Source: an optimization exercise on an open RTL-to-GDS flow (aim: a short achievable clock period and few clock cycles). Production flows keep margins and buffers that such runs may drop.
RTL that was checked went through simulation tests only; none was proved equivalent to the original.
Power is estimated from default activity; no workload was simulated.

Setup of v6:
Design riscvTop, start of the top module:
module riscvTop (
   input  logic                           CLK,
   input  logic                           RSTn,
   output logic                           iMemCsn,
   output logic [riscvPkg::addrWidth-1:0] iMemAddr,   
   input  logic [31:0]                    iMemData,
   output logic                           dMemCsn,
   output logic [riscvPkg::addrWidth-1:0] dMemAddr,   
   output logic [31:0]                    dMemDout,
   input  logic [31:0]                    dMemData,
   output logic                           dMemWen,
   output logic                           rfWe,
   output logic [4:0]                     rfRa1,
   output logic [4:0]                     rfRa2,
   output logic [4:0]                     rfWa,
   input  logic [31:0]                    rfRd1,
   input  logic [31:0]                    rfRd2,
   output logic [31:0]                    rfWd,
   output logic                           halt,
   output logic [31:0]                    numInst
);
Settings: LEC_CHECK=0, CAP_MARGIN=20, CORE_MARGIN=2, CORE_UTILIZATION=40, SETUP_SLACK_MARGIN=5, SLEW_MARGIN=20, SYNTH_HIERARCHICAL=1, SYNTH_MINIMUM_KEEP_SIZE=0, TNS_END_PERCENT=100; clock period 7.0 ns.
standard.sh (not shown) runs the stock make flow with config.mk's settings and CLKGATE_MAP_FILE= SYNTH_SCRIPT=/design/flow/synth_recipe.tcl, a recipe that flattens the netlist after the stock synthesis.
==> flow/flow/run.sh <==
#!/bin/bash
# The standard layout, with the resizer free to change a cell's footprint
# (sky130hd's platform default restricts sizing to same-footprint swaps).
set -euo pipefail
bash standard.sh MATCH_CELL_FOOTPRINT=0 finish > standard.log 2>&1
v6 | stages: all done | timing, DRC, antenna: all pass
Testbench counts of v6, summed over its fixed seeds: cycles 42,309.
#### Input delta (v7 over v6)
==> flow/run.sh (new file) <==
#!/bin/bash
# synth_recipe.tcl (not shown) runs the flow's synth.tcl, then flattens the netlist and writes it again
# the make line also repeats each setting of config.mk as NAME=value (left out here)
make -C /OpenROAD-flow-scripts/flow DESIGN_CONFIG=/design/flow/config.mk WORK_HOME=/design/flow/orfs CLKGATE_MAP_FILE= SYNTH_SCRIPT=/design/flow/synth_recipe.tcl finish
removed: flow/flow/run.sh
removed: flow/standard.sh
- v6 → v7: area added between synthesis and finish up 3.8 points, maximum clock frequency moved down, clock buffer and inverter area fraction after layout went down 0.17 points, transition at the pin with the smallest max-transition slack rose 0.085 ns.
- Relative to v6, the buffer count excluding the clock tree in the final layout of v7 is higher by 7.6%.
- For the sequential share of layout area, v7 came in 0.56 points lower than v6 did.
- From v6 to v7 the numbers moved as follows: power in combinational cells rose about 3%; clock group share of total power lost 0.8 points; normalized max-slew margin has decreased.

========
== old ==
Another version of the RTL of riscvTop (not shown whole).
For scale: roughly 2400 cells after synthesis, roughly 270 I/O pins.
Settings: LEC_CHECK=0, ABC_CLOCK_PERIOD_IN_PS=2500, CAP_MARGIN=20, CORE_MARGIN=2, CORE_UTILIZATION=40, SETUP_SLACK_MARGIN=4, SLEW_MARGIN=20, TNS_END_PERCENT=100; clock period 7.0 ns.
run.sh (not shown) runs the stock make flow with config.mk's settings and CLKGATE_MAP_FILE= SYNTH_SCRIPT=/design/flow/synth_recipe.tcl, a recipe that flattens the netlist after the stock synthesis.
Stock flow here: none of the scripts above is used.
Modified inputs, new compared to old
==> flow/flow/run.sh (new file) <==
#!/bin/bash
# The standard layout, with the resizer free to change a cell's footprint
# (sky130hd's platform default restricts sizing to same-footprint swaps).
set -euo pipefail
bash standard.sh MATCH_CELL_FOOTPRINT=0 finish > standard.log 2>&1
==> flow/standard.sh (new file) <==
#!/bin/bash
# synth_recipe.tcl (not shown) runs the flow's synth.tcl, then flattens the netlist and writes it again
# the make line also repeats each setting of config.mk as NAME=value (left out here)
make -C /OpenROAD-flow-scripts/flow DESIGN_CONFIG=/design/flow/config.mk WORK_HOME=/design/flow/orfs CLKGATE_MAP_FILE= SYNTH_SCRIPT=/design/flow/synth_recipe.tcl "${@:-finish}"
removed: flow/run.sh
==> notes.md <==
The final wirelength of new was superior to that of old.
Part of the cycle the worst path needs: new vs old down 0.17 points
new ended with every stage complete and zero timing, DRC or antenna violations.
In new relative to old, via count of the first global-routing pass had gone up slightly.
The portion of total power attributed to the clock network of new is higher than that of old.
Between old and new, the total power does not differ in any meaningful way.
No run of this note included a check of the RTL's function; only the layout flow was run.

-- re-timing with driven ports --
No port has a modelled driver above. Below, the same layouts with a new extraction and two added sets of constraints.
Step 1: set_driving_cell puts a clkbuf_16 on CLK and a buf_2 on each other input, an assumption about the parent block.
Step 2 also shifts input and output timing later by t, the mid clock arrival at the registers, as if the neighbouring blocks saw the same clock.
Three values: ideal ports, drivers, drivers and shift; two values: the first two.
run | t, ns | setup slack, ns | worst setup path after step 2 | worst register clock-pin slew, ns | worst data-port slew with drivers (ns)
v6 | 0.710 | 4.443 / 4.375 / 3.868 | input to register | 0.07 / 0.07 | 0.17
v7 | 0.701 | 4.399 / 4.399 / 3.874 | input to register | 0.07 / 0.07 | 0.17
old | 0.585 | 3.695 / 3.695 / 3.458 | input to register | 0.07 / 0.07 | 0.08
new | 0.585 | 3.707 / 3.707 / 3.376 | input to register | 0.07 / 0.07 | 0.08
After both steps every run listed still meets setup and hold. For v6, which loses most, drivers alone change the setup slack by -0.068 ns; drivers and shift together by -0.575 ns.
